From an optimization exercise on the open Yosys and OpenROAD flow, aimed at small area, a short achievable clock period and few clock cycles; shortcuts taken in it are not production practice.
In this exercise RTL edits were held to simulation tests only and were not proved equivalent to the original.
Power figures rest on the tool's default switching activity, not on a simulated workload.

--- flow/run.sh ---
#!/bin/bash
# synth_recipe.tcl (not shown) runs the flow's synth.tcl, then flattens the netlist and writes it again
# the make line also repeats each setting of config.mk as NAME=value (left out here)
make -C /OpenROAD-flow-scripts/flow DESIGN_CONFIG=/design/flow/config.mk WORK_HOME=/design/flow/orfs CLKGATE_MAP_FILE= SYNTH_SCRIPT=/design/flow/synth_recipe.tcl finish
--- flow/config.mk ---
export PLATFORM = sky130hd
export DESIGN_NAME = exu_top
export DESIGN_NICKNAME = exu_top
export VERILOG_FILES = /design/flow/design.v
export SDC_FILE = /design/flow/constraint.sdc
export NUM_CORES = 4
export LEC_CHECK = 0
export CAP_MARGIN = 40
export CORE_MARGIN = 2
export CORE_UTILIZATION = 40
export SETUP_SLACK_MARGIN = 5
export SLEW_MARGIN = 20
export TNS_END_PERCENT = 0
--- flow/constraint.sdc ---
create_clock -name core_clock -period 10.0 [get_ports {clk}]
set_input_delay 2.0000 -clock core_clock [delete_from_list [all_inputs] [get_ports {clk}]]
set_output_delay 2.0000 -clock core_clock [all_outputs]
set_load 0.01 [all_outputs]
--- flow/design.v ---
package rv_exu_pkg;
  typedef struct packed {
    logic [31:0]           instr;
    logic [64-1:0]  pc;
    logic [64-1:0]  rs1_data;
    logic [64-1:0]  rs2_data;
  } exu_req_t;
  typedef struct packed {
    logic                  rs1_en;
    logic                  pc_en;
    logic                  rs2_en;
    logic                  imm_en;
    logic                  lgc_en;
    logic                  wlgc_en;
    logic                  br_en;
    logic [3:0]            lgc_op;
    logic [4:0]            wlgc_op;
    logic [2:0]            br_op;
    logic [64-1:0]  imm_data;
  } alu_ctrl_t;
  typedef struct packed {
    logic [64-1:0]  result;
    logic                  br_taken;
    logic                  zero;
    logic                  illegal;
  } exu_rsp_t;
endpackage
module exu_top (
  input  logic        clk,
  input  logic        rst_n,
  input  logic        req,
  input  logic [31:0] req_instr,
  input  logic [63:0] req_pc,
  input  logic [63:0] req_rs1,
  input  logic [63:0] req_rs2,
  output logic        ack,
  output logic [63:0] rsp_result,
  output logic        rsp_br_taken,
  output logic        rsp_zero,
  output logic        rsp_illegal,
  output logic [31:0] retired_cnt,
  output logic [31:0] br_taken_cnt
);
  function automatic logic [63:0] rev64(input logic [63:0] v);
    for (int i = 0; i < 64; i++) rev64[i] = v[63-i];
  endfunction
  function automatic logic [1:0] ucmp(input logic [63:0] a, input logic [63:0] b);
    logic [63:0] l, e;
    l = ~a & b;
    e = ~(a ^ b);
    for (int lv = 0; lv < 6; lv++) begin
      for (int i = 0; i < 32; i++) begin
        if (i < (32 >> lv)) begin
          l[i] = l[2*i+1] | (e[2*i+1] & l[2*i]);
          e[i] = e[2*i+1] & e[2*i];
        end
      end
    end
    ucmp = {l[0], e[0]};
  endfunction
  function automatic logic [63:0] carries(input logic [63:0] a, input logic [63:0] b);
    logic [63:0] p, g;
    p = a ^ b;
    g = a & b;
    for (int lv = 0; lv < 6; lv++) begin
      for (int i = 63; i >= 0; i--) begin
        if (i >= (1 << lv)) begin
          g[i] = g[i] | (p[i] & g[i - (1 << lv)]);
          p[i] = p[i] & p[i - (1 << lv)];
        end
      end
    end
    carries = {g[62:0], 1'b0};
  endfunction
  logic [6:0]  opcode;
  logic [2:0]  funct3;
  logic        b30;
  logic        is_op, is_opi, is_op32, is_opi32, is_lui, is_auipc, is_br;
  logic        is_w, is_rr;
  logic [3:0]  code;
  logic [63:0] imm_i, imm_u;
  logic [63:0] opb;
  assign opcode = req_instr[6:0];
  assign funct3 = req_instr[14:12];
  assign b30    = req_instr[30];
  assign is_op    = (opcode == 7'b0110011);
  assign is_opi   = (opcode == 7'b0010011);
  assign is_op32  = (opcode == 7'b0111011);
  assign is_opi32 = (opcode == 7'b0011011);
  assign is_lui   = (opcode == 7'b0110111);
  assign is_auipc = (opcode == 7'b0010111);
  assign is_br    = (opcode == 7'b1100011);
  assign is_w  = is_op32 | is_opi32;
  assign is_rr = is_op | is_op32;
  assign code = {(is_rr | (funct3 == 3'b101)) & b30, funct3};
  assign imm_i = {{52{req_instr[31]}}, req_instr[31:20]};
  assign imm_u = {{32{req_instr[31]}}, req_instr[31:12], 12'b0};
  assign opb = req_instr[5] ? req_rs2 : imm_i;
  logic        sub;
  logic [63:0] add_a, add_b, add_p, sum;
  assign sub   = b30 & req_instr[5];
  assign add_a = req_instr[2] ? req_pc : (req_rs1 ^ {64{sub}});
  assign add_b = req_instr[2] ? imm_u : opb;
  assign add_p = add_a ^ add_b ^ {64{sub}};
  assign sum   = add_p ^ carries(add_a, add_b);
  logic [1:0] cmp;
  logic       eq, lt, ltu, br_in;
  assign cmp = ucmp(req_rs1, opb);
  assign eq  = cmp[0];
  assign ltu = cmp[1];
  assign lt  = (req_rs1[63] ^ opb[63]) ? req_rs1[63] : ltu;
  always_comb begin
    case (funct3)
      3'b000:  br_in = eq;
      3'b001:  br_in = !eq;
      3'b100:  br_in = lt;
      3'b101:  br_in = !lt;
      3'b110: br_in = ltu;
      3'b111: br_in = !ltu;
      default:  br_in = 1'b0;
    endcase
    br_in = br_in & is_br;
  end
  logic        sh_left, sh_w;
  logic [5:0]  shamt;
  logic        sh_fill;
  logic [63:0] sr_in, sr_out, sh_res;
  assign sh_left = ~req_instr[14];
  assign sh_w    = req_instr[3];
  assign shamt   = {opb[5] & ~sh_w, opb[4:0]};
  assign sh_fill = b30 & ~sh_left & (sh_w ? req_rs1[31] : req_rs1[63]);
  assign sr_in   = sh_left ? rev64(req_rs1) :
                   sh_w    ? {{32{sh_fill}}, req_rs1[31:0]} : req_rs1;
  assign sr_out  = 64'($signed({sh_fill, sr_in}) >>> shamt);
  assign sh_res  = sh_left ? rev64(sr_out) : sr_out;
  logic [63:0] res, res_in;
  logic        ill_in;
  always_comb begin
    res    = '0;
    ill_in = 1'b0;
    if (is_op | is_opi | is_w) begin
      case (code)
        4'b0000,
        4'b1000:  res = sum;
        4'b0001,
        4'b0101,
        4'b1101:  res = sh_res;
        4'b0010:  res = {63'b0, lt & ~is_w};
        4'b0011: res = {63'b0, ltu & ~is_w};
        4'b0100:  res = is_w ? 64'b0 : req_rs1 ^ opb;
        4'b0110:   res = is_w ? 64'b0 : req_rs1 | opb;
        4'b0111:  res = is_w ? 64'b0 : req_rs1 & opb;
        4'b1111:  res = is_w ? 64'b0 : opb;
        default: ;
      endcase
    end else if (is_lui) begin
      res = imm_u;
    end else if (is_auipc) begin
      res = sum;
    end else if (!is_br) begin
      ill_in = 1'b1;
    end
  end
  assign res_in = {is_w ? {32{res[31]}} : res[63:32], res[31:0]};
  logic        ack_q;
  logic        capture;
  logic [63:0] res_q;
  logic        br_q, ill_q;
  assign capture = req & ~ack_q;
  always_ff @(posedge clk or negedge rst_n) begin
    if (!rst_n) begin
      ack_q <= 1'b0;
    end else begin
      ack_q <= req;
    end
  end
  always_ff @(posedge clk) begin
    if (!ack_q) begin
      res_q <= res_in;
      br_q  <= br_in;
      ill_q <= ill_in;
    end
  end
  always_ff @(posedge clk or negedge rst_n) begin
    if (!rst_n) begin
      retired_cnt <= '0;
    end else if (capture) begin
      retired_cnt <= retired_cnt + 32'd1;
    end
  end
  logic [31:0] br_cnt_q;
  logic        br_pend_q;
  always_ff @(posedge clk or negedge rst_n) begin
    if (!rst_n) begin
      br_cnt_q  <= '0;
      br_pend_q <= 1'b0;
    end else begin
      br_cnt_q  <= br_taken_cnt;
      br_pend_q <= capture & br_in;
    end
  end
  assign br_taken_cnt = br_cnt_q + {31'b0, br_pend_q};
  assign ack          = ack_q;
  assign rsp_result   = res_q;
  assign rsp_zero     = ~|res_q;
  assign rsp_br_taken = br_q;
  assign rsp_illegal  = ill_q;
endmodule
==> results of run 1 <==
[kinds of logic (layout without fill, tap and decap cells)]
logic type / count (synthesis) / in the layout
simple gates: 960 / 961
buf+inv: 406 / 725
mux: 230 / 230
flops: 132 / 132
compound gates: 986 / 987
fa+ha+maj: 258 / 258
other cells: 0 / 6
xor+xnor: 252 / 252
[path summary, 6_finish.rpt]
path	startpoint	endpoint	slack, ns	cells past startpoint
setup / recovery	req_rs2[0]	res_q[26]	3.98	15
setup reg to reg	ack_q	retired_cnt[29]	7.34	9
max in group asynchronous	rst_n	br_cnt_q[21]	7.95	3
hold reg to reg	br_cnt_q[31]	br_cnt_q[31]	0.47	1
hold / removal	br_cnt_q[31]	br_cnt_q[31]	0.47	1
min in group asynchronous	rst_n	retired_cnt[31]	1.53	2
[final cells by class]
cell class | count | area, um^2
inverters | 175 | 673
repair inverters | 1 | 8.76
flip-flops and latches | 132 | 3630
clock inverters | 14 | 161
repair buffers | 517 | 5300
fillers | 5677 | 27900
multi-input cells | 2688 | 20100
clock buffers | 18 | 439
diodes | 6 | 15.0
well taps | 773 | 967
[power by group through the flow]
stage                     combinational, mW  clock [mW]  sequential (mW)
final                                  2.14       0.634            0.608
after global routing                   2.23       0.666            0.610
after CTS                              2.03       0.639            0.608
after detailed placement               1.85           0            0.619
after global placement                 1.83           0            0.617
after floorplan                        1.13           0            0.623
[critical path, cell delays in order]
cell and delay [ns]:
clkdlybuf4s50_1 0.51, mux2i_4 0.09, buf_12 0.16, buf_12 0.16, buf_16 0.21, or3_1 0.36, a32o_1 0.32, mux2i_1 0.36
a21oi_1 0.27, nor3_2 0.28, a21oi_1 0.08, and3_1 0.19, a222oi_1 0.55, o21ai_0 0.18, o21ai_1 0.35
[stage by stage]
| step | total power, mW | worst slack (ns) | instance area (um^2) | hold slack, ns |
|---|---|---|---|---|
| after global placement | 2.45 | 2.09 | 28300 | 0.464 |
| after floorplan | 1.75 | 4.06 | 24400 | 0.507 |
| after global routing | 3.50 | 4.07 | 31300 | 0.484 |
| after CTS | 3.28 | 4.26 | 31000 | 0.480 |
| after detailed placement | 2.47 | 2.09 | 28500 | 0.466 |
| final | 3.38 | 3.98 | 31300 | 0.472 |
[state kept, by name (all words and copies together) (netlist names)]
signal       flops
res_q           64
ack_q            1
ill_q            1
br_pend_q        1
retired_cnt     32
br_cnt_q        32
br_q             1
[what timing repair did]
| action | in CTS | in global routing |
|---|---|---|
| gates cloned | 11 | 0 |
| endpoints found under the setup margin | 75 | 77 |
| resized for setup | 304 | 37 |
| pin swaps | 38 | 7 |
| buffers inserted | 63 | 2 |
[layer usage]
| layer | part of all wire | vias to the layer above |
|---|---|---|
| met1 | 0.38 | 13600 |
| met3 | 0.11 | 461 |
| met2 | 0.41 | 1992 |
| met5 | 0.00035 | - |
| met4 | 0.098 | 8 |
| li1 | - | 12300 |
[cell usage after synthesis, drive strengths merged, types with 6 or more instances]
library cell,n,area share
or3,9,0.0023
a31oi,32,0.0083
o211ai,30,0.0096
a32o,13,0.0054
nand4,39,0.010
a211oi,34,0.011
o22ai,46,0.012
inv,175,0.027
edfxtp,66,0.082
a21o,43,0.013
a222oi,9,0.0037
buf,85,0.019
nand2,366,0.057
nand2b,15,0.0039
a221oi,26,0.0097
o311ai,8,0.0029
and2,25,0.0065
nor3,35,0.0075
o21bai,29,0.0090
dfrtp,66,0.069
xnor2,233,0.085
and3,24,0.0062
clkbuf,146,0.023
o2bb2ai,8,0.0029
a22oi,19,0.0059
nor2b,13,0.0034
mux4,31,0.029
mux2,38,0.018
a21oi,281,0.059
o31ai,14,0.0049
nor2,310,0.048
o221ai,58,0.021
xor2,18,0.0065
a211o,10,0.0036
or4,6,0.0019
a2bb2oi,6,0.0024
o31a,6,0.0022
o21a,11,0.0034
nor4,38,0.010
nand3,65,0.014
ha,258,0.13
o211a,6,0.0025
mux2i,161,0.068
o21ai,249,0.052
==> results.ini, run 1 <==
[synth]
synth_edf_count=66
synthArstFlopShare=0.500
synthSimpleGateAreaFrac=0.176
avgSynthCellArea_um2=7.47
muxShareOfSynthArea=0.115
synthAdderAreaFrac=0.134
yosysWarnings=1
synthesis.instances=3224
synth_top_family_by_area=compound AO/OA/AOI/OAI gates
synth-compound-area-share=0.263
synth_area_mm2=0.0241
synth-seq-cells=132
ys_seq_area_frac=0.151
synthXorXnorAreaFrac=0.0922
syn_nets=3709
synth_cell_types=92
ys.flop_type=edfxtp_1

[power]
p_switching_mw=1.60
pwr-share-clk=0.187
combPwrFrac=0.633
sw_frac_of_total=0.474
power-per-cell-area_mw_per_mm2=108
ir_worst_vdd_v=0.000111
seq_power_share=0.180
leakage_nw=13.0
internal_power_mw=1.78

[sta]
relSlewSlack=0.353
slew_violations=0
tightest_slew_ns=0.970
skew_ns=0.00790
setup_viol=0
fin_crit_sh=0.602
fmax_mhz=166
layout_min_cycle_time_ns=6.02
hold_violations=0
finalSetupTns_ns=0
rsz0062_at_grt=yes

[cts]
cts_num_sinks=132
cts_tree=yes
clock_path_buffers=2
cts.htree.levels=4
clk_latency_ns=0.42
cts_hold_buf=0
cts_buffers=17
root_buffer=clkbuf_16
clkSlewWorstSetupHoldPaths_ns=0.07

[placed_design]
portBuffers=353
place_hpwl_um=111000
dp_cells=4204
gp_congestion=1.07

[detailed_routing]
first_pass_iters=7
via_per_inst=6.57
vias=28400
drt-initial-drc-count=3643
postRouteAntennaNets=0
drt-total-wl_um=142000
wire_per_inst_um=32.7
route.detailed.drc=0

[finish]
area_delta_synth_final_pct=30.1
final_cell_count_no_fill=4324
mostFrequentLayoutCells=nand2_1, clkdlybuf4s50_1, nor2_1
layout_commonest_cell=nand2_1
utilization=0.529
drive_gt1_frac=0.143
fin_nets=4017

[flow_run]
drv_cap=0

[grt]
use_met1=0.551
gr-usage-met2=0.653
top_usage_layer=met2
grt_pass1_wl_um=199000
grt_max_degree=97
grt-ovfl-total=0
antenna_found_initial=13
grt.met3_usage=0.100
grt_usage=0.440
grt_pass1_vias=26800

[worst_setup_path]
cp-end-kind=flip-flop
worstPathMaxFanout=50
arrival_ns=6.16
critical_path_class=input port to flip-flop
crit_required_ns=10.13
cp-start-kind=input port

[floorplanning]
fp.dieH_um=249
core_mm2=0.0592
start_util=0.407
dieArea_mm2=0.0622
fp-row-count=89
die_w_um=249
io-pin-count=359

[min_path]
hp-class=flip-flop to flip-flop

[run_status]
status=timing/DRC/antenna clean

Testbench counts, summed over its fixed seeds: cycles 6,392.
==> run 2: changes to the inputs <==
--- a/flow/design.v
+++ b/flow/design.v
@@ -44,10 +44,10 @@
   function automatic logic [63:0] rev64(input logic [63:0] v);
     for (int i = 0; i < 64; i++) rev64[i] = v[63-i];
   endfunction
-  function automatic logic [1:0] ucmp(input logic [63:0] a, input logic [63:0] b);
+  function automatic logic [1:0] ucmp(input logic [63:0] p, input logic [63:0] b);
     logic [63:0] l, e;
-    l = ~a & b;
-    e = ~(a ^ b);
+    l = p & b;
+    e = ~p;
     for (int lv = 0; lv < 6; lv++) begin
       for (int i = 0; i < 32; i++) begin
         if (i < (32 >> lv)) begin
@@ -58,19 +58,19 @@
     end
     ucmp = {l[0], e[0]};
   endfunction
-  function automatic logic [63:0] carries(input logic [63:0] a, input logic [63:0] b);
-    logic [63:0] p, g;
-    p = a ^ b;
-    g = a & b;
+  function automatic logic [63:0] carries(input logic [63:0] p, input logic [63:0] g);
+    logic [63:0] pp, gg;
+    pp = p;
+    gg = g;
     for (int lv = 0; lv < 6; lv++) begin
-      for (int i = 63; i >= 0; i--) begin
-        if (i >= (1 << lv)) begin
-          g[i] = g[i] | (p[i] & g[i - (1 << lv)]);
-          p[i] = p[i] & p[i - (1 << lv)];
+      for (int i = 0; i < 64; i++) begin
+        if (((i >> lv) & 1) == 1) begin
+          gg[i] = gg[i] | (pp[i] & gg[((i >> lv) << lv) - 1]);
+          pp[i] = pp[i] & pp[((i >> lv) << lv) - 1];
         end
       end
     end
-    carries = {g[62:0], 1'b0};
+    carries = {gg[62:0], 1'b0};
   endfunction
   logic [6:0]  opcode;
   logic [2:0]  funct3;
@@ -97,15 +97,16 @@
   assign imm_u = {{32{req_instr[31]}}, req_instr[31:12], 12'b0};
   assign opb = req_instr[5] ? req_rs2 : imm_i;
   logic        sub;
-  logic [63:0] add_a, add_b, add_p, sum;
-  assign sub   = b30 & req_instr[5];
+  logic [63:0] add_a, add_b, add_p, add_g, sum;
+  assign sub   = b30 & req_instr[5] & ~req_instr[6];
   assign add_a = req_instr[2] ? req_pc : (req_rs1 ^ {64{sub}});
   assign add_b = req_instr[2] ? imm_u : opb;
-  assign add_p = add_a ^ add_b ^ {64{sub}};
-  assign sum   = add_p ^ carries(add_a, add_b);
+  assign add_p = add_a ^ add_b;
+  assign add_g = add_a & add_b;
+  assign sum   = add_p ^ {64{sub}} ^ carries(add_p, add_g);
   logic [1:0] cmp;
   logic       eq, lt, ltu, br_in;
-  assign cmp = ucmp(req_rs1, opb);
+  assign cmp = ucmp(add_p, opb);
   assign eq  = cmp[0];
   assign ltu = cmp[1];
   assign lt  = (req_rs1[63] ^ opb[63]) ? req_rs1[63] : ltu;
@@ -133,7 +134,7 @@
                    sh_w    ? {{32{sh_fill}}, req_rs1[31:0]} : req_rs1;
   assign sr_out  = 64'($signed({sh_fill, sr_in}) >>> shamt);
   assign sh_res  = sh_left ? rev64(sr_out) : sr_out;
-  logic [63:0] res, res_in;
+  logic [63:0] res;
   logic        ill_in;
   always_comb begin
     res    = '0;
@@ -147,9 +148,9 @@
         4'b1101:  res = sh_res;
         4'b0010:  res = {63'b0, lt & ~is_w};
         4'b0011: res = {63'b0, ltu & ~is_w};
-        4'b0100:  res = is_w ? 64'b0 : req_rs1 ^ opb;
-        4'b0110:   res = is_w ? 64'b0 : req_rs1 | opb;
-        4'b0111:  res = is_w ? 64'b0 : req_rs1 & opb;
+        4'b0100:  res = is_w ? 64'b0 : add_p;
+        4'b0110:   res = is_w ? 64'b0 : add_p | add_g;
+        4'b0111:  res = is_w ? 64'b0 : add_g;
         4'b1111:  res = is_w ? 64'b0 : opb;
         default: ;
       endcase
@@ -161,11 +162,10 @@
       ill_in = 1'b1;
     end
   end
-  assign res_in = {is_w ? {32{res[31]}} : res[63:32], res[31:0]};
   logic        ack_q;
   logic        capture;
   logic [63:0] res_q;
-  logic        br_q, ill_q;
+  logic        w_q, br_q, ill_q;
   assign capture = req & ~ack_q;
   always_ff @(posedge clk or negedge rst_n) begin
     if (!rst_n) begin
@@ -176,18 +176,24 @@
   end
   always_ff @(posedge clk) begin
     if (!ack_q) begin
-      res_q <= res_in;
+      res_q <= res;
+      w_q   <= is_w;
       br_q  <= br_in;
       ill_q <= ill_in;
     end
   end
+  logic [31:0] ret_cnt_q;
+  logic        ret_pend_q;
   always_ff @(posedge clk or negedge rst_n) begin
     if (!rst_n) begin
-      retired_cnt <= '0;
-    end else if (capture) begin
-      retired_cnt <= retired_cnt + 32'd1;
-    end
-  end
+      ret_cnt_q  <= '0;
+      ret_pend_q <= 1'b0;
+    end else begin
+      ret_cnt_q  <= retired_cnt;
+      ret_pend_q <= capture;
+    end
+  end
+  assign retired_cnt = ret_cnt_q + {31'b0, ret_pend_q};
   logic [31:0] br_cnt_q;
   logic        br_pend_q;
   always_ff @(posedge clk or negedge rst_n) begin
@@ -201,8 +207,8 @@
   end
   assign br_taken_cnt = br_cnt_q + {31'b0, br_pend_q};
   assign ack          = ack_q;
-  assign rsp_result   = res_q;
-  assign rsp_zero     = ~|res_q;
+  assign rsp_result   = {w_q ? {32{res_q[31]}} : res_q[63:32], res_q[31:0]};
+  assign rsp_zero     = ~|res_q[31:0] & (w_q | ~|res_q[63:32]);
   assign rsp_br_taken = br_q;
   assign rsp_illegal  = ill_q;
 endmodule
==> flow/flow/run.sh (new file) <==
#!/bin/bash
# The standard layout (standard.sh: standard synthesis and the ORFS steps
# through finish), with two sizing knobs changed:
#  - ports are buffered with sky130_fd_sc_hd__buf_2 instead of the resizer's
#    own pick (clkdlybuf4s50_1, a slow delay cell of twice the area);
#  - timing repair may resize cells across footprints, so those port buffers
#    can be upsized where a path needs it.
# The full make output goes to flow_make.log here; ORFS's per-step logs stay
# under orfs/logs/.
set -euo pipefail
cd "$(dirname "${BASH_SOURCE[0]}")/.."
bash standard.sh "BUFFER_PORTS_ARGS=-buffer_cell sky130_fd_sc_hd__buf_2" \
  MATCH_CELL_FOOTPRINT=0 finish > flow_make.log 2>&1
==> flow/standard.sh (new file) <==
#!/bin/bash
# synth_recipe.tcl (not shown) runs the flow's synth.tcl, then flattens the netlist and writes it again
# the make line also repeats each setting of config.mk as NAME=value (left out here)
make -C /OpenROAD-flow-scripts/flow DESIGN_CONFIG=/design/flow/config.mk WORK_HOME=/design/flow/orfs CLKGATE_MAP_FILE= SYNTH_SCRIPT=/design/flow/synth_recipe.tcl "${@:-finish}"
removed: flow/run.sh
==> results.ini, run 2 <==
[run_status]
status=timing/DRC/antenna clean

[finish]
area_delta_synth_final_pct=18.9
fillers=5538
fin_nets=3661
drive_gt1_frac=0.221
largest_reg_flops=64
largest-register=res_q
layout_commonest_cell=nand2_1
mostFrequentLayoutCells=nand2_1, buf_2, a21oi_1
reg.largest.list=res_q: 64 flops, br_cnt_q: 32 flops, ret_cnt_q: 32 flops

[floorplanning]
fp.dieH_um=241
start_util=0.406
core_mm2=0.0552
fp-row-count=86
die_w_um=241
io-pin-count=359
dieArea_mm2=0.0579

[synth]
ys_top_cells_by_area=edfxtp_1, xnor2_1, dfrtp_1
synthesis.instances=3105
ys_seq_area_frac=0.165
syn_nets=3464
avgSynthCellArea_um2=7.21
synth_most_common_cell=nand2_1
yosysWarnings=1
synth-seq-cells=134
ys.flop_type=edfxtp_1
synth_common_cells=nand2_1, a21oi_1, o21ai_0, nor2_1, xnor2_1
synth_edf_count=67
synth_area_mm2=0.0224
yosysTopAreaCell=edfxtp_1
synthArstFlopShare=0.500
synth_top_cell_area_share=0.0898
synth_cell_types=82

[detailed_routing]
route.detailed.drc=0
vias=26100
wl_met3_um=13500
drt-total-wl_um=119000
via_per_inst=6.43
postRouteAntennaNets=0
drt-initial-drc-count=3674
wl_met1_um=48300
highest_layer=met5
wl_met2_um=49600
wire_per_inst_um=29.3
first_pass_iters=8

[placed_design]
place_hpwl_um=92000
gp_congestion=1.02
portBuffers=353

[grt]
grt_pass1_vias=23500
grt-ovfl-total=0
grt_max_degree=68
grt_pass1_wl_um=166000
grt_usage=0.395
antenna_found_initial=5

[cts]
clk_latency_ns=0.41
clkSlewWorstSetupHoldPaths_ns=0.06
cts_tree=yes
root_buffer=clkbuf_16
cts_num_sinks=134
cts.htree.levels=4
cts_buffers=17
clock_path_buffers=2

[sta]
skew_ns=0.00662
fmax_mhz=167
holdWs_ns=0.470
layout_min_cycle_time_ns=5.99
rsz0062_at_grt=yes
fin_crit_sh=0.599
tightest_slew_ns=1.03
setup_viol=0
hold_violations=0
finalSetupTns_ns=0
slew_violations=0
relSlewSlack=0.315

[worst_setup_path]
r2r-end=ret_cnt_q[29]
cp-start-kind=input port
r2r_setup_slack_ns=7.49
critical_path_class=input port to flip-flop
crit_path_start=req_instr[3]
worstPathMaxFanout=40
crit_required_ns=10.04
arrival_ns=6.03
cp-end-kind=flip-flop
worstReg2RegStart=ret_cnt_q[2]
endpoint=res_q[31]
rr_worst_depth=7

[power]
ir_worst_vdd_v=0.000135
p_switching_mw=1.38
sw_frac_of_total=0.458
leakage_nw=11.6
power-per-cell-area_mw_per_mm2=113
seq_power_share=0.201
internal_power_mw=1.64
power_mw=3.02
combPwrFrac=0.582
pwr-share-clk=0.217

[min_path]
hp-class=flip-flop to flip-flop

[flow_run]
drv_cap=0

run 2: per-stage QoR:
stage,instance area (um^2),setup slack [ns],utilization,cells
3_5_place_dp,24500,1.93,0.443,3972
4_1_cts,26300,4.37,0.476,4039
6_report,26600,4.01,0.482,4064
3_3_place_gp,24300,1.93,0.441,3957
5_1_grt,26600,4.18,0.482,4063
2_1_floorplan,22600,3.96,-,3105
run 2: cell type report:
| type | count | area [um^2] | area share |
|---|---|---|---|
| Clock inverter | 14 | 196 | 0.00738 |
| Sequential cell | 134 | 3690 | 0.139 |
| Tap cell | 748 | 936 | 0.0351 |
| Clock buffer | 18 | 429 | 0.0161 |
| Multi-Input combinational cell | 2491 | 17600 | 0.660 |
| Antenna cell | 1 | 2.50 | 0.0000940 |
| Timing Repair Buffer | 470 | 3080 | 0.116 |
| Inverter | 188 | 709 | 0.0266 |
run 2: worst min path at each step:
stage / start / to / slack, ns / depth (start not counted)
finish: ret_cnt_q[31] / ret_cnt_q[31] / 0.47 / 1
global route: ret_cnt_q[31] / ret_cnt_q[31] / 0.48 / 1
CTS: ret_cnt_q[31] / ret_cnt_q[31] / 0.48 / 1
detailed placement: ret_cnt_q[31] / ret_cnt_q[31] / 0.46 / 1
global placement: br_cnt_q[31] / br_cnt_q[31] / 0.45 / 1
floorplan: br_cnt_q[31] / br_cnt_q[31] / 0.49 / 1
run 2: repair_timing:
item                                    in CTS  in global routing
resized for setup                          215                 27
hold buffers                                 0                  0
pin swaps                                   30                 15
cloned                                       5                  0
endpoints found under the setup margin      67                 71
setup buffers                               30                 13
run 2: cell families (layout without fill, tap and decap cells):
family / count (synthesis) / in the layout / share of synthesized area
mux: 191 / 192 / 0.106
compound gates: 977 / 977 / 0.280
fa+ha+maj: 132 / 132 / 0.0738
buf+inv: 481 / 690 / 0.0910
simple gates: 953 / 953 / 0.192
other cells: 0 / 1 / 0
xor+xnor: 237 / 237 / 0.0927
flops: 134 / 134 / 0.165
run 2: worst max-delay path, cell delays in order:
cell and delay, ns:
clkbuf_4 0.35, nand3_2 0.36, buf_12 0.24, a31oi_1 0.14, a22oi_1 0.71, mux2i_1 0.29
mux2i_1 0.22, o22ai_1 0.21, mux2i_2 0.46, mux2i_1 0.13, o21ai_1 0.46, o211ai_1 0.42
run 2: per-layer routing:
layer / track usage / up-vias
li1: - / 11500
met1: 0.539 / 12400
met2: 0.582 / 1847
met3: 0.0826 / 295
met4: 0.212 / 2
met5: 0 / -
run 2: power by group through the flow:
stage / logic (mW) / clock network, mW / registers, mW
after floorplan: 0.990 / 0 / 0.616
after global placement: 1.53 / 0 / 0.617
after detailed placement: 1.55 / 0 / 0.618
after CTS: 1.66 / 0.667 / 0.608
after global routing: 1.83 / 0.696 / 0.609
final: 1.76 / 0.654 / 0.607
Testbench counts of run 2, summed over its fixed seeds: cycles 6,392.
==> run 3: changes to the inputs <==
--- a/flow/design.v
+++ b/flow/design.v
@@ -125,15 +125,14 @@
   logic        sh_left, sh_w;
   logic [5:0]  shamt;
   logic        sh_fill;
-  logic [63:0] sr_in, sr_out, sh_res;
-  assign sh_left = ~req_instr[14];
-  assign sh_w    = req_instr[3];
-  assign shamt   = {opb[5] & ~sh_w, opb[4:0]};
-  assign sh_fill = b30 & ~sh_left & (sh_w ? req_rs1[31] : req_rs1[63]);
-  assign sr_in   = sh_left ? rev64(req_rs1) :
-                   sh_w    ? {{32{sh_fill}}, req_rs1[31:0]} : req_rs1;
-  assign sr_out  = 64'($signed({sh_fill, sr_in}) >>> shamt);
-  assign sh_res  = sh_left ? rev64(sr_out) : sr_out;
+  logic [63:0] sr_in, fill_mask, sh_res;
+  assign sh_left   = ~req_instr[14];
+  assign sh_w      = req_instr[3];
+  assign shamt     = {opb[5] & ~sh_w, opb[4:0]};
+  assign sh_fill   = b30 & ~sh_left & (sh_w ? req_rs1[31] : req_rs1[63]);
+  assign sr_in     = sh_left ? rev64(req_rs1) : {req_rs1[63:32] & {32{~sh_w}}, req_rs1[31:0]};
+  assign fill_mask = sh_w ? {32'b0, ~(32'hFFFF_FFFF >> shamt[4:0])} : ~(64'hFFFF_FFFF_FFFF_FFFF >> shamt);
+  assign sh_res    = (sr_in >> shamt) | (fill_mask & {64{sh_fill}});
   logic [63:0] res;
   logic        ill_in;
   always_comb begin
@@ -165,7 +164,7 @@
   logic        ack_q;
   logic        capture;
   logic [63:0] res_q;
-  logic        w_q, br_q, ill_q;
+  logic        w_q, rev_q, br_q, ill_q;
   assign capture = req & ~ack_q;
   always_ff @(posedge clk or negedge rst_n) begin
     if (!rst_n) begin
@@ -178,6 +177,7 @@
     if (!ack_q) begin
       res_q <= res;
       w_q   <= is_w;
+      rev_q <= (is_op | is_opi | is_w) & (code == 4'b0001);
       br_q  <= br_in;
       ill_q <= ill_in;
     end
@@ -207,8 +207,13 @@
   end
   assign br_taken_cnt = br_cnt_q + {31'b0, br_pend_q};
   assign ack          = ack_q;
-  assign rsp_result   = {w_q ? {32{res_q[31]}} : res_q[63:32], res_q[31:0]};
-  assign rsp_zero     = ~|res_q[31:0] & (w_q | ~|res_q[63:32]);
+  logic [63:0] res_r;
+  logic        z_lo, z_hi;
+  assign res_r = rev_q ? rev64(res_q) : res_q;
+  assign z_lo  = ~|res_q[31:0];
+  assign z_hi  = ~|res_q[63:32];
+  assign rsp_result   = {w_q ? {32{res_r[31]}} : res_r[63:32], res_r[31:0]};
+  assign rsp_zero     = rev_q ? (z_hi & (w_q | z_lo)) : (z_lo & (w_q | z_hi));
   assign rsp_br_taken = br_q;
   assign rsp_illegal  = ill_q;
 endmodule
==> flow/flow/run.sh (replaced) <==
#!/bin/bash
# The standard layout (standard.sh: standard synthesis and the ORFS steps
# through finish), with these changes:
#  - ports are buffered with sky130_fd_sc_hd__buf_2 instead of the resizer's
#    own pick (clkdlybuf4s50_1, a slow delay cell of twice the area);
#  - timing repair may resize cells across footprints, so those port buffers
#    can be upsized where a path needs it;
#  - the slow wide and/or cells (4-input and/or/nor, 3-input or, and the
#    a2111/o2111/a41/o41/a311/o311 forms) are added to the platform's
#    don't-use list, so that synthesis maps the carry and compare trees to
#    faster cells. A DONT_USE_CELLS given to make replaces the platform's
#    list, so the platform's list is read from make first and kept.
# The full make output goes to flow_make.log here; ORFS's per-step logs stay
# under orfs/logs/.
set -euo pipefail
cd "$(dirname "${BASH_SOURCE[0]}")/.."
work=$(pwd)
platform_du=$(make -s -C "$FLOW_HOME" DESIGN_CONFIG="$work/config.mk" WORK_HOME="$work/orfs" \
  print-DONT_USE_CELLS 2> dont_use_print.log | sed -n 's/^DONT_USE_CELLS: //p')
if [[ -z "$platform_du" ]]; then
  echo "could not read the platform's DONT_USE_CELLS" >&2
  exit 1
fi
slow=""
for c in or3 or3b or4 or4b or4bb nor4 nor4b nor4bb and4 and4b and4bb \
         a2111o a2111oi o2111a o2111ai a41o a41oi o41a o41ai \
         a311o a311oi o311a o311ai a222oi; do
  for d in 0 1 2 4; do
    slow+=" sky130_fd_sc_hd__${c}_${d}"
  done
done
echo "DONT_USE_CELLS=$platform_du$slow" > dont_use_cells.txt
bash standard.sh "DONT_USE_CELLS=$platform_du$slow" \
  "BUFFER_PORTS_ARGS=-buffer_cell sky130_fd_sc_hd__buf_2" \
  MATCH_CELL_FOOTPRINT=0 finish > flow_make.log 2>&1
--- a/flow/config.mk
+++ b/flow/config.mk
@@ -7,7 +7,7 @@
 export LEC_CHECK = 0
 export CAP_MARGIN = 40
 export CORE_MARGIN = 2
-export CORE_UTILIZATION = 40
+export CORE_UTILIZATION = 50
 export SETUP_SLACK_MARGIN = 5
 export SLEW_MARGIN = 20
 export TNS_END_PERCENT = 0
==> results.ini, run 3 <==
[run_status]
status=timing/DRC/antenna clean

[floorplanning]
fp-row-count=77
dieArea_mm2=0.0468
die_w_um=216
fp.dieH_um=216
core_mm2=0.0444
io-pin-count=359
start_util=0.508

[synth]
ys_seq_area_frac=0.165
yosysWarnings=1
synth_edf_count=68
synth_common_cells=nand2_1, xnor2_1, mux2i_1, nor2_1, clkbuf_1
synth_most_common_cell=nand2_1
ys_top_cells_by_area=edfxtp_1, xnor2_1, mux2i_1
ys.flop_type=edfxtp_1
syn_nets=3272
synthesis.instances=2913
yosysTopAreaCell=edfxtp_1
synth_cell_types=65
synth-seq-cells=135
synth_top_cell_area_share=0.0905
avgSynthCellArea_um2=7.74
synth_area_mm2=0.0226
synthArstFlopShare=0.496

[power]
sw_frac_of_total=0.434
p_switching_mw=1.28
internal_power_mw=1.67
combPwrFrac=0.570
pwr-share-clk=0.222
ir_worst_vdd_v=0.000115
leakage_nw=12.3
seq_power_share=0.208
power-per-cell-area_mw_per_mm2=107

[cts]
root_buffer=clkbuf_16
cts_tree=yes
cts.htree.levels=4
clkSlewWorstSetupHoldPaths_ns=0.05
clk_latency_ns=0.42
cts_num_sinks=135
clock_path_buffers=2
cts_hold_buf=0
cts_buffers=17

[detailed_routing]
vias=25900
drt-total-wl_um=111000
via_per_inst=6.88
wire_per_inst_um=29.3
drt-initial-drc-count=3873
first_pass_iters=6
postRouteAntennaNets=0
route.detailed.drc=0

[sta]
slew_violations=0
tightest_slew_ns=0.941
hold_violations=0
holdWs_ns=0.490
layout_min_cycle_time_ns=5.50
skew_ns=0.00559
rsz0062_at_grt=yes
fin_crit_sh=0.550
setup_viol=0
relSlewSlack=0.368
finalSetupTns_ns=0
fmax_mhz=182

[placed_design]
place_hpwl_um=84700
gp_congestion=1.04
dp_cells=3669
portBuffers=353
dpl_cell_area_mm2=0.0248

[finish]
drive_gt1_frac=0.272
mostFrequentLayoutCells=nand2_1, buf_2, xnor2_1
layout_commonest_cell=nand2_1
fin_nets=3519
final_cell_count_no_fill=3767
area_delta_synth_final_pct=22.0
final_area_mm2=0.0275
fillers=3917
reg.largest.list=res_q: 64 flops, br_cnt_q: 32 flops, ret_cnt_q: 32 flops
largest-register=res_q
largest_reg_flops=64

[grt]
grt_pass1_vias=23800
antenna_found_initial=6
grt_max_degree=72
grt-ovfl-total=0
grt_pass1_wl_um=158000
grt_usage=0.455

[worst_setup_path]
cp-end-kind=flip-flop
crit_required_ns=10.19
cp-start-kind=input port
worstPathMaxFanout=17
critical_path_class=input port to flip-flop
arrival_ns=5.69

[flow_run]
drv_cap=0

[min_path]
hp-class=flip-flop to flip-flop

## run 3: changes by cell type after synthesis, sizes merged, moves of 26 or more
cell and delta:
o21ai -86, a21oi -79, mux2i +70, o221ai +50
buf -42, mux4 +41, nor2 -41, inv -36
nor2b +35, nor4 -32, nand2b -27, mux2 +26
## run 3: critical path, cell delays in order
cell	delay [ns]
buf_16	0.14
nand2_8	0.06
nor2_4	0.12
buf_12	0.16
buf_4	0.17
buf_16	0.18
xnor2_1	0.08
o21ai_0	0.44
ha_1	0.44
nor2_1	0.20
nand4_1	0.16
nand3b_1	0.39
nor2_2	0.25
o31ai_2	0.13
nand3b_1	0.14
o21bai_1	0.13
a22oi_2	0.13
o221ai_2	0.33
## run 3: logic make-up after synthesis
group	count (synthesis)	share of synthesized area
flip-flops	135	0.165
adder cells (fa/ha/maj)	132	0.0732
AO/OA/AOI/OAI	776	0.227
buffers and inverters	402	0.0713
multiplexers	328	0.190
AND/OR/NAND/NOR	898	0.179
XOR/XNOR	242	0.0940
## run 3: power groups by stage
stage	Combinational, mW	Sequential (mW)	Clock [mW]
after floorplan	0.973	0.620	0
after global placement	1.42	0.622	0
after detailed placement	1.44	0.622	0
after CTS	1.57	0.612	0.665
after global routing	1.74	0.613	0.689
final	1.68	0.612	0.652
## run 3: area by class of cell
cell class	instances	area (um^2)	share of cell area
flip-flops and latches	135	3720	0.135
clock buffers	22	518	0.0188
diodes	2	5.00	0.000182
inverters	152	571	0.0207
multi-input cells	2376	18600	0.677
clock inverters	10	126	0.00459
repair buffers	478	3200	0.116
well taps	592	741	0.0269
## run 3: path summary, 6_finish.rpt
path                               startpoint  slack (ns)            end  cells past startpoint
worst max register to register    br_cnt_q[2]        7.59   br_cnt_q[30]                      9
worst min-delay path            ret_cnt_q[14]        0.49  ret_cnt_q[14]                      1
worst max-delay path             req_instr[5]        4.50       res_q[0]                     18
max in group asynchronous               rst_n        7.86  ret_cnt_q[16]                      3
min in group asynchronous               rst_n        1.57   br_cnt_q[14]                      2
worst min register to register  ret_cnt_q[14]        0.49  ret_cnt_q[14]                      1
## run 3: per-stage QoR
step,power (mW),util,setup slack (ns)
after detailed placement,2.07,0.559,2.57
after CTS,2.85,0.610,4.78
final,2.94,0.620,4.50
after floorplan,1.59,-,4.42
after global routing,3.05,0.620,4.60
after global placement,2.04,0.555,2.13
## run 3: repair_timing
item,4_1_cts,5_1_grt
setup endpoints to repair,66,67
pin swaps,46,25
gates resized for setup,273,54
setup buffers,34,17
gates cloned,8,0
## run 3: layer usage
metal	track usage	vias up	wire (um)
met4	0.330	4	9990
met1	0.587	12200	40800
met5	0.0167	-	118
met2	0.658	2129	44700
li1	-	11100	-
met3	0.115	463	14900
Testbench counts of run 3, summed over its fixed seeds: cycles 6,392.
==> run 4: changes to the inputs <==
--- a/flow/flow/run.sh
+++ b/flow/flow/run.sh
@@ -1,8 +1,9 @@
 #!/bin/bash
 # The standard layout (standard.sh: standard synthesis and the ORFS steps
 # through finish), with these changes:
-#  - ports are buffered with sky130_fd_sc_hd__buf_2 instead of the resizer's
-#    own pick (clkdlybuf4s50_1, a slow delay cell of twice the area);
+#  - ports are buffered with sky130_fd_sc_hd__buf_1 instead of the resizer's
+#    own pick (clkdlybuf4s50_1, a slow delay cell of almost three times the
+#    area); repair upsizes the ones on critical paths;
 #  - timing repair may resize cells across footprints, so those port buffers
 #    can be upsized where a path needs it;
 #  - the slow wide and/or cells (4-input and/or/nor, 3-input or, and the
@@ -31,5 +32,5 @@
 done
 echo "DONT_USE_CELLS=$platform_du$slow" > dont_use_cells.txt
 bash standard.sh "DONT_USE_CELLS=$platform_du$slow" \
-  "BUFFER_PORTS_ARGS=-buffer_cell sky130_fd_sc_hd__buf_2" \
+  "BUFFER_PORTS_ARGS=-buffer_cell sky130_fd_sc_hd__buf_1" \
   MATCH_CELL_FOOTPRINT=0 finish > flow_make.log 2>&1
==> results.ini, run 4 <==
[synth]
synth_cell_types=65
synth_top_cell_area_share=0.0905
avgSynthCellArea_um2=7.74
synthArstFlopShare=0.496
synth_edf_count=68
ys_top_cells_by_area=edfxtp_1, xnor2_1, mux2i_1
ys.flop_type=edfxtp_1
synthesis.instances=2913
ys_seq_area_frac=0.165
synth_area_mm2=0.0226
synth_common_cells=nand2_1, xnor2_1, mux2i_1, nor2_1, clkbuf_1
synth-seq-cells=135
synth_most_common_cell=nand2_1
syn_nets=3272
yosysWarnings=1
yosysTopAreaCell=edfxtp_1

[grt]
grt_max_degree=73
antenna_found_initial=2
gr-usage-met2=0.675
top_usage_layer=met2
grt-ovfl-total=0
grt_pass1_wl_um=161000
grt_usage=0.465
use_met1=0.610
grt.met3_usage=0.114
grt_pass1_vias=23800

[sta]
fmax_mhz=182
relSlewSlack=0.333
slew_violations=0
rsz0062_at_grt=yes
skew_ns=0.0130
fin_crit_sh=0.549
holdWs_ns=0.467
setup_viol=0
finalSetupTns_ns=0
tightest_slew_ns=0.995
hold_violations=0
layout_min_cycle_time_ns=5.49

[worst_setup_path]
cp_slowest_stage_delay_ns=0.37
worstReg2RegStart=br_cnt_q[2]
crit_chain=buf_6 -> buf_8 -> nand2_8 -> nor2_4 -> buf_12 -> buf_16 -> buf_12 -> xnor2_4 -> o21ai_2 -> ha_4 -> mux2i_2 -> a21oi_2 -> o32ai_2 -> o211ai_1 -> o31ai_2 -> nand3b_1 -> o21bai_1 -> a22oi_2 -> o221ai_4
critPathMostFrequentCell=buf_12
rr_worst_depth=9
critical_path_class=input port to flip-flop
crit_required_ns=10.11
slowest_stage=a22oi_2
arrival_ns=5.60
cp-start-kind=input port
r2r-end=br_cnt_q[30]
worstPathMaxFanout=8
cp-end-kind=flip-flop
r2r_setup_slack_ns=7.66
crit_path_start=req_instr[30]

[finish]
mostFrequentLayoutCells=nand2_1, buf_1, xnor2_1
largest-register=res_q
area_delta_synth_final_pct=19.4
largest_reg_flops=64
layout_commonest_cell=nand2_1
drive_gt1_frac=0.158
fin_nets=3532
reg.largest.list=res_q: 64 flops, br_cnt_q: 32 flops, ret_cnt_q: 32 flops

[cts]
clk_latency_ns=0.42
clock_path_buffers=2
root_buffer=clkbuf_16
clkSlewWorstSetupHoldPaths_ns=0.06
cts.htree.levels=4
cts_hold_buf=0
cts_buffers=17
cts_tree=yes
cts_num_sinks=135

[min_path]
hold_end=br_cnt_q[31]
min_delay_path_depth=1
hold_path_startpoint=br_cnt_q[31]
hp-class=flip-flop to flip-flop

[power]
power_mw=2.89
leakage_nw=11.1
power-per-cell-area_mw_per_mm2=107
ir_worst_vdd_v=0.000164

[detailed_routing]
vias=25900
drt-total-wl_um=113000
via_per_inst=6.85
wire_per_inst_um=29.8
first_pass_iters=8
drt-initial-drc-count=3804
postRouteAntennaNets=0
route.detailed.drc=0

[floorplanning]
die_w_um=216
io-pin-count=359
fp-row-count=77
start_util=0.508
dieArea_mm2=0.0468
core_mm2=0.0444
fp.dieH_um=216

[placed_design]
portBuffers=353
gp_congestion=1.05
place_hpwl_um=85900

[run_status]
status=timing/DRC/antenna clean

[flow_run]
drv_cap=0

run 4: how the worst max path moves through the flow:
stage / slack, ns / to
floorplan: 4.42 / res_q[58]
global placement: 2.74 / res_q[0]
detailed placement: 3.05 / res_q[0]
CTS: 4.72 / res_q[55]
global route: 4.48 / res_q[0]
finish: 4.51 / res_q[0]
run 4: logic make-up (layout without fill, tap and decap cells):
| logic type | after synthesis | count (layout) | synth area share |
|---|---|---|---|
| compound gates | 776 | 776 | 0.227 |
| xor+xnor | 242 | 242 | 0.0940 |
| fa+ha+maj | 132 | 132 | 0.0732 |
| buf+inv | 402 | 673 | 0.0713 |
| flops | 135 | 135 | 0.165 |
| mux | 328 | 329 | 0.190 |
| other cells | 0 | 1 | 0 |
| simple gates | 898 | 899 | 0.179 |
run 4: timing repair:
item | in CTS | in global routing
resized for setup | 225 | 32
buffers inserted | 40 | 9
cloned | 11 | 0
endpoints found under the setup margin | 66 | 69
pin swaps | 44 | 23
run 4: cell type report:
cell class / instances / area (um^2)
diodes: 1 / 2.50
multi-input cells: 2378 / 18500
clock buffers: 18 / 450
well taps: 592 / 741
repair buffers: 489 / 2860
fillers: 4066 / 17500
flip-flops and latches: 135 / 3720
inverters: 152 / 571
clock inverters: 14 / 138
run 4: routing by layer:
metal / routed length (um) / part of all wire
met5: 0 / 0
met4: 9730 / 0.086
met3: 15100 / 0.13
met2: 46000 / 0.41
met1: 42000 / 0.37
run 4: through the flow:
step                      std cells  setup WS [ns]  instance area, um^2  utilization
after global placement         3663           2.74                24300        0.547
final                          3779           4.51                26900        0.606
after detailed placement       3681           3.05                24500        0.552
after floorplan                2913           4.42                22900            -
after global routing           3778           4.48                26900        0.606
after CTS                      3764           4.72                26600        0.599
run 4: power breakdown:
group,internal (mW),switching [mW],total [mW]
registers,0.600,0.0125,0.613
clock network,0.362,0.247,0.609
logic,0.630,1.04,1.67
total,1.59,1.30,2.89
run 4: critical path: cells and delay by family:
family	cells	cell delay, ns
muxes	1	0.23
and+or+nand+nor	3	0.25
AOI/OAI and AO/OA	8	1.81
adders and majority gates	1	0.32
xor gates and xnor gates	1	0.27
buffers and inverters	5	0.69
==> run 5: changes to the inputs <==
--- a/flow/config.mk
+++ b/flow/config.mk
@@ -7,7 +7,7 @@
 export LEC_CHECK = 0
 export CAP_MARGIN = 40
 export CORE_MARGIN = 2
-export CORE_UTILIZATION = 50
+export CORE_UTILIZATION = 45
 export SETUP_SLACK_MARGIN = 5
 export SLEW_MARGIN = 20
 export TNS_END_PERCENT = 0
==> results.ini, run 5 <==
[floorplanning]
fp.dieH_um=228
fp-row-count=82
start_util=0.452
dieArea_mm2=0.0519
io-pin-count=359
core_mm2=0.0499
die_w_um=228

[worst_setup_path]
worstReg2RegStart=br_cnt_q[2]
r2r-end=br_cnt_q[30]
cp-start-kind=input port
worstPathMaxFanout=32
arrival_ns=5.74
crit_required_ns=10.06
r2r_setup_slack_ns=7.54
endpoint=res_q[27]
critical_path_class=input port to flip-flop
crit_path_start=req_instr[14]
cp-end-kind=flip-flop
rr_worst_depth=9

[synth]
synth-compound-area-share=0.227
synthesis.instances=2913
synthArstFlopShare=0.496
synth-seq-cells=135
synth_edf_count=68
synth_most_common_cell=nand2_1
ys_top_cells_by_area=edfxtp_1, xnor2_1, mux2i_1
ys.flop_type=edfxtp_1
syn_nets=3272
muxShareOfSynthArea=0.190
synthXorXnorAreaFrac=0.0940
synthAdderAreaFrac=0.0732
synthSimpleGateAreaFrac=0.179
yosysWarnings=1
yosysTopAreaCell=edfxtp_1
synth_top_family_by_area=compound AO/OA/AOI/OAI gates
ys_seq_area_frac=0.165
avgSynthCellArea_um2=7.74
synth_cell_types=65
synth_common_cells=nand2_1, xnor2_1, mux2i_1, nor2_1, clkbuf_1
synth_area_mm2=0.0226
synth_top_cell_area_share=0.0905

[sta]
setup_viol=0
worst_slack_ns=4.32
fmax_mhz=176
finalSetupTns_ns=0
rsz0062_at_grt=yes
slew_violations=0
relSlewSlack=0.366
layout_min_cycle_time_ns=5.68
skew_ns=0.00959
hold_violations=0
fin_crit_sh=0.568
tightest_slew_ns=0.951

[cts]
clock_path_buffers=2
clk_latency_ns=0.43
cts.htree.levels=4
clkSlewWorstSetupHoldPaths_ns=0.06
root_buffer=clkbuf_16
cts_hold_buf=0
cts_buffers=17
cts_tree=yes
cts_num_sinks=135

[finish]
utilization=0.535
final_cell_count_no_fill=3840
fillers=4790
multi_input_comb_area_mm2=0.0183
fin_nets=3510
seq_area_mm2=0.00372
largest-register=res_q
mostFrequentLayoutCells=nand2_1, buf_1, xnor2_1
layout_commonest_cell=nand2_1
reg.largest.list=res_q: 64 flops, br_cnt_q: 32 flops, ret_cnt_q: 32 flops
final_area_mm2=0.0267
area_delta_synth_final_pct=18.3
largest_reg_flops=64
drive_gt1_frac=0.145

[grt]
antenna_found_initial=6
grt_usage=0.415
grt_pass1_wl_um=161000
grt-ovfl-total=0
grt_max_degree=70
grt_pass1_vias=24000

[detailed_routing]
postRouteAntennaNets=0
route.detailed.drc=0
drt-initial-drc-count=3397
wire_per_inst_um=29.0
via_per_inst=6.64
vias=25500
first_pass_iters=6
drt-total-wl_um=112000

[placed_design]
dp_slack_ns=2.50
dpl_cell_area_mm2=0.0246
dp_cells=3758
gp_congestion=1.14
portBuffers=353
place_hpwl_um=86100

[run_status]
status=timing/DRC/antenna clean

[power]
leakage_nw=11.0
ir_worst_vdd_v=0.000129
power-per-cell-area_mw_per_mm2=106

[flow_run]
drv_cap=0

[min_path]
hp-class=flip-flop to flip-flop

run 5: cell count changes in the layout (fill, tap and decap cells not counted), moves of 6 or more:
| cell | delta |
|---|---|
| xnor2_1 | -7 |
| buf_8 | +6 |
| buf_4 | -20 |
| o21ai_1 | +7 |
| o21ai_2 | -8 |
run 5: critical path, cell delays in order:
cell      delay (ns)
clkbuf_4        0.32
buf_4           0.47
mux2i_1         0.16
a221oi_1        0.77
nor2_1          0.18
o211a_1         0.25
a31oi_1         0.40
o22ai_1         0.17
o21ai_1         0.53
o211ai_1        0.45
run 5: per-stage QoR:
step	power (mW)	hold slack [ns]
floorplan	1.59	0.487
global placement	2.03	0.450
detailed placement	2.06	0.460
finish	2.83	0.466
CTS	2.77	0.470
global route	2.95	0.494
run 5: final cells by class:
cell class,count,share of cell area
multi-input combinational,2376,0.686
sequential,135,0.139
timing repair buffer,469,0.0993
tap,672,0.0315
inverter,152,0.0214
clock buffer,17,0.0159
clock inverter,15,0.00605
antenna,4,0.000375
run 5: worst min path at each step:
stage,from,endpoint,slack [ns],cells after the start
2_1_floorplan,br_cnt_q[31],br_cnt_q[31],0.49,1
3_3_place_gp,br_cnt_q[31],br_cnt_q[31],0.45,1
3_5_place_dp,br_cnt_q[31],br_cnt_q[31],0.46,1
4_1_cts,br_cnt_q[31],br_cnt_q[31],0.47,1
5_1_grt,br_cnt_q[31],br_cnt_q[31],0.49,1
6_report,br_cnt_q[31],br_cnt_q[31],0.47,1
run 5: kinds of logic (layout without fill, tap and decap cells):
| group | count (synthesis) | after routing |
|---|---|---|
| AND/OR/NAND/NOR | 898 | 898 |
| AO/OA/AOI/OAI | 776 | 776 |
| buffers and inverters | 402 | 653 |
| multiplexers | 328 | 328 |
| XOR/XNOR | 242 | 242 |
| flip-flops | 135 | 135 |
| adder cells (fa/ha/maj) | 132 | 132 |
| other | 0 | 4 |
run 5: report_power, final:
group	internal (mW)	total [mW]	switching, mW
Combinational	0.605	1.62	1.01
Sequential	0.600	0.612	0.0125
Clock	0.332	0.603	0.271
run 5: metal layers:
| layer | global-route usage | vias up | routed length (um) |
|---|---|---|---|
| met2 | 0.608 | 1951 | 46200 |
| met3 | 0.105 | 438 | 14000 |
| met4 | 0.308 | 0 | 10200 |
| met1 | 0.527 | 12000 | 41100 |
| met5 | 0 | - | 0 |
| li1 | - | 11000 | - |
run 5: repair_timing:
| item | CTS | global route |
|---|---|---|
| pin swaps | 36 | 5 |
| setup buffers | 31 | 3 |
| gates resized for setup | 220 | 19 |
| endpoints found under the setup margin | 66 | 75 |
| gates cloned | 7 | 0 |
==> run 6: changes to the inputs <==
--- a/flow/design.v
+++ b/flow/design.v
@@ -182,30 +182,41 @@
       ill_q <= ill_in;
     end
   end
-  logic [31:0] ret_cnt_q;
-  logic        ret_pend_q;
+  function automatic logic [31:0] inc32(input logic [31:0] v, input logic [2:0] ones,
+                                        input logic inc);
+    logic c, pre;
+    for (int k = 0; k < 4; k++) begin
+      c = inc;
+      for (int m = 0; m < k; m++) c = c & ones[m];
+      for (int t = 0; t < 8; t++) begin
+        pre = 1'b1;
+        for (int u = 0; u < t; u++) pre = pre & v[8*k+u];
+        inc32[8*k+t] = v[8*k+t] ^ (c & pre);
+      end
+    end
+  endfunction
+  logic [31:0] ret_cnt_q, br_cnt_q;
+  logic [2:0]  ret_ones_q, br_ones_q;
+  logic        ret_pend_q, br_pend_q;
   always_ff @(posedge clk or negedge rst_n) begin
     if (!rst_n) begin
       ret_cnt_q  <= '0;
+      ret_ones_q <= '0;
       ret_pend_q <= 1'b0;
+      br_cnt_q   <= '0;
+      br_ones_q  <= '0;
+      br_pend_q  <= 1'b0;
     end else begin
       ret_cnt_q  <= retired_cnt;
+      ret_ones_q <= {&retired_cnt[23:16], &retired_cnt[15:8], &retired_cnt[7:0]};
       ret_pend_q <= capture;
-    end
-  end
-  assign retired_cnt = ret_cnt_q + {31'b0, ret_pend_q};
-  logic [31:0] br_cnt_q;
-  logic        br_pend_q;
-  always_ff @(posedge clk or negedge rst_n) begin
-    if (!rst_n) begin
-      br_cnt_q  <= '0;
-      br_pend_q <= 1'b0;
-    end else begin
-      br_cnt_q  <= br_taken_cnt;
-      br_pend_q <= capture & br_in;
-    end
-  end
-  assign br_taken_cnt = br_cnt_q + {31'b0, br_pend_q};
+      br_cnt_q   <= br_taken_cnt;
+      br_ones_q  <= {&br_taken_cnt[23:16], &br_taken_cnt[15:8], &br_taken_cnt[7:0]};
+      br_pend_q  <= capture & br_in;
+    end
+  end
+  assign retired_cnt  = inc32(ret_cnt_q, ret_ones_q, ret_pend_q);
+  assign br_taken_cnt = inc32(br_cnt_q, br_ones_q, br_pend_q);
   assign ack          = ack_q;
   logic [63:0] res_r;
   logic        z_lo, z_hi;
--- a/flow/flow/run.sh
+++ b/flow/flow/run.sh
@@ -1,13 +1,13 @@
 #!/bin/bash
 # The standard layout (standard.sh: standard synthesis and the ORFS steps
 # through finish), with these changes:
-#  - ports are buffered with sky130_fd_sc_hd__buf_1 instead of the resizer's
-#    own pick (clkdlybuf4s50_1, a slow delay cell of almost three times the
-#    area); repair upsizes the ones on critical paths;
+#  - ports are buffered with sky130_fd_sc_hd__buf_2 instead of the resizer's
+#    own pick (clkdlybuf4s50_1, a slow delay cell of twice the area);
 #  - timing repair may resize cells across footprints, so those port buffers
 #    can be upsized where a path needs it;
 #  - the slow wide and/or cells (4-input and/or/nor, 3-input or, and the
-#    a2111/o2111/a41/o41/a311/o311 forms) are added to the platform's
+#    a2111/o2111/a41/o41/a311/o311 forms, and the weak
+#    a222oi) are added to the platform's
 #    don't-use list, so that synthesis maps the carry and compare trees to
 #    faster cells. A DONT_USE_CELLS given to make replaces the platform's
 #    list, so the platform's list is read from make first and kept.
@@ -32,5 +32,5 @@
 done
 echo "DONT_USE_CELLS=$platform_du$slow" > dont_use_cells.txt
 bash standard.sh "DONT_USE_CELLS=$platform_du$slow" \
-  "BUFFER_PORTS_ARGS=-buffer_cell sky130_fd_sc_hd__buf_1" \
+  "BUFFER_PORTS_ARGS=-buffer_cell sky130_fd_sc_hd__buf_2" \
   MATCH_CELL_FOOTPRINT=0 finish > flow_make.log 2>&1
--- a/flow/config.mk
+++ b/flow/config.mk
@@ -7,7 +7,7 @@
 export LEC_CHECK = 0
 export CAP_MARGIN = 40
 export CORE_MARGIN = 2
-export CORE_UTILIZATION = 45
+export CORE_UTILIZATION = 50
 export SETUP_SLACK_MARGIN = 5
 export SLEW_MARGIN = 20
 export TNS_END_PERCENT = 0
==> results.ini, run 6 <==
[grt]
grt-ovfl-total=0
grt_pass1_wl_um=155000
grt_pass1_vias=23400
grt_max_degree=79
grt_usage=0.449
antenna_found_initial=3

[sta]
fin_crit_sh=0.552
setup_viol=0
tightest_slew_ns=1.01
slew_violations=0
relSlewSlack=0.317
finalSetupTns_ns=0
skew_ns=0.00787
layout_min_cycle_time_ns=5.52
rsz0062_at_grt=yes
fmax_mhz=181
hold_violations=0

[synth]
synth_cell_types=68
synth_area_mm2=0.0223
yosysTopAreaCell=mux2i_1
synth_edf_count=68
synthesis.instances=2838
synth_most_common_cell=mux2i_1
ys_seq_area_frac=0.174
ys_top_cells_by_area=mux2i_1, edfxtp_1, dfrtp_1
ys.flop_type=dfrtp_1
yosysWarnings=1
synth_common_cells=mux2i_1, a21oi_1, nand2_1, xnor2_1, o21ai_0
synth-seq-cells=141
synth_top_cell_area_share=0.120
avgSynthCellArea_um2=7.85
synthArstFlopShare=0.518
syn_nets=3201

[detailed_routing]
postRouteAntennaNets=0
vias=25300
drt-initial-drc-count=4026
drt-total-wl_um=109000
first_pass_iters=6
route.detailed.drc=0
via_per_inst=6.73
wire_per_inst_um=29.0

[placed_design]
gp_congestion=1.12
place_hpwl_um=82600
portBuffers=353

[worst_setup_path]
worstPathMaxFanout=8
cp_slowest_stage_delay_ns=0.36
critPathMostFrequentCell=buf_16
cp-end-kind=flip-flop
crit_required_ns=10.11
critical_path_class=input port to flip-flop
critPathBufInv=5
arrival_ns=5.64
slowest_stage=a221oi_2
rr_worst_depth=8
r2r-end=ret_ones_q[2]
r2r_setup_slack_ns=7.92
cp-start-kind=input port
worstReg2RegStart=ret_pend_q
path_delay_family=compound AO/OA/AOI/OAI gates
crit_chain=buf_16 -> nand2_8 -> nor2_4 -> buf_12 -> buf_16 -> buf_16 -> xnor2_4 -> o21ai_4 -> ha_4 -> a21oi_4 -> o21ai_2 -> a221oi_2 -> o221ai_2 -> buf_4 -> a22o_4 -> o21ai_0 -> nand2b_1 -> xnor2_2 -> o221ai_1

[floorplanning]
die_w_um=215
io-pin-count=359
start_util=0.505
dieArea_mm2=0.0463
fp-row-count=77
fp.dieH_um=215
core_mm2=0.0441

[finish]
fin_nets=3507
utilization=0.632
largest-register=res_q
layout_commonest_cell=buf_2
largest_reg_flops=64
drive_gt1_frac=0.286
reg.largest.list=res_q: 64 flops, br_cnt_q: 32 flops, ret_cnt_q: 32 flops
area_delta_synth_final_pct=25.2
mostFrequentLayoutCells=buf_2, mux2i_1, nand2_1

[min_path]
min_delay_path_depth=1
hold_path_startpoint=ret_cnt_q[31]
hold_end=ret_cnt_q[31]
hp-class=flip-flop to flip-flop

[cts]
cts_num_sinks=141
root_buffer=clkbuf_16
cts_tree=yes
clkSlewWorstSetupHoldPaths_ns=0.06
cts.htree.levels=4
cts_buffers=17
clock_path_buffers=2
clk_latency_ns=0.42
cts_hold_buf=0

[power]
ir_worst_vdd_v=0.000131
leakage_nw=12.6
power_mw=3.01
power-per-cell-area_mw_per_mm2=108

[run_status]
status=timing/DRC/antenna clean

[flow_run]
drv_cap=0

==> run 6: worst register-to-register path, cell delays in order (launching register included) <==
cell     delay [ns]
dfrtp_1        0.39
and3_1         0.34
and3_1         0.24
and2_1         0.20
and3_1         0.21
and2_1         0.17
nand2_1        0.07
xnor2_1        0.21
and3b_1        0.19
==> run 6: cell families (layout without fill, tap and decap cells) <==
kind of cell	count (synthesis)	count (layout)	share of synthesized area
compound gates	828	828	0.227
buf+inv	391	709	0.0694
mux	381	382	0.208
xor+xnor	235	235	0.0930
fa+ha+maj	136	136	0.0764
simple gates	726	726	0.152
flops	141	141	0.174
other cells	0	2	0
==> run 6: metal layers <==
layer | track usage | vias up | wire (um)
li1 | - | 10900 | -
met1 | 0.590 | 12000 | 41200
met2 | 0.667 | 1903 | 45200
met3 | 0.0999 | 383 | 13000
met4 | 0.289 | 4 | 9130
met5 | 0 | - | 32
==> run 6: layout make-up <==
class / count / area [um^2]
timing repair buffer: 516 / 3600
clock buffer: 18 / 429
clock inverter: 14 / 180
inverter: 161 / 604
sequential: 141 / 3870
multi-input combinational: 2307 / 18500
antenna: 2 / 5.00
tap: 592 / 741
fill: 3811 / 16200
==> run 6: metrics by stage <==
step	setup slack (ns)	hold slack (ns)	cells	cell area, um^2
finish	4.48	0.467	3751	27900
global route	4.47	0.471	3749	27900
CTS	4.56	0.468	3712	27100
detailed placement	2.70	0.459	3618	24600
global placement	2.40	0.452	3595	24300
floorplan	4.21	0.496	2838	22400
==> run 6: worst max-delay path by stage <==
stage                   from   endpoint  slack (ns)  cells past startpoint
2_1_floorplan   req_instr[5]  res_q[53]        4.21                     20
3_3_place_gp   req_instr[30]  res_q[62]        2.40                     17
3_5_place_dp    req_instr[5]  res_q[21]        2.70                     16
4_1_cts         req_instr[5]  res_q[53]        4.56                     19
5_1_grt         req_instr[5]  res_q[21]        4.47                     21
6_report        req_instr[5]  res_q[37]        4.48                     19
==> run 6: repair_timing <==
action	4_1_cts	5_1_grt
endpoints found under the hold margin	0	0
resized for setup	291	102
buffers inserted	52	31
pin swaps	49	33
endpoints found under the setup margin	66	66
gates cloned	10	1
==> run 6: power by group <==
group	switching, mW	internal [mW]
Clock	0.247	0.397
Combinational	1.05	0.674
Sequential	0.0137	0.627
Testbench counts of run 6, summed over its fixed seeds: cycles 6,392.

[afterwards: timing with drivers on the ports]
Ports are ideal in the flow. The routed layouts listed here were re-timed in OpenROAD.
Step 1 sets driving cells, clkbuf_16 on the clock port and buf_2 on the other inputs (assumed; they add their load-dependent delay and slew).
Step 2 adds t to the input delays and takes it off the output delays; t is the mean of the earliest and latest rising clock arrival at the registers after step 1. Input paths then give back, and output paths get back, about the clock's delay inside the block.
Three values: no drivers, after step 1, after step 2; two values: the first two.
run	shift t [ns]	setup slack, ns	latest minus earliest clock arrival (ns)	slew at the worst register clock pin (ns)	worst data-port slew with drivers (ns)
run 1	0.457	3.977 / 3.947 / 3.490	0.013 / 0.014	0.07 / 0.07	0.19
run 2	0.449	4.010 / 4.032 / 3.583	0.012 / 0.012	0.06 / 0.06	0.08
run 3	0.455	4.498 / 4.213 / 3.759	0.011 / 0.011	0.06 / 0.06	0.36
run 4	0.465	4.506 / 4.515 / 4.050	0.018 / 0.018	0.06 / 0.06	0.06
run 5	0.474	4.318 / 4.287 / 3.813	0.011 / 0.010	0.07 / 0.07	0.09
run 6	0.472	4.480 / 4.461 / 3.989	0.009 / 0.008	0.06 / 0.06	0.09
After both steps setup and hold are still met in every run listed. For run 3, which loses most, drivers alone change the setup slack by -0.285 ns; drivers and shift together by -0.739 ns.
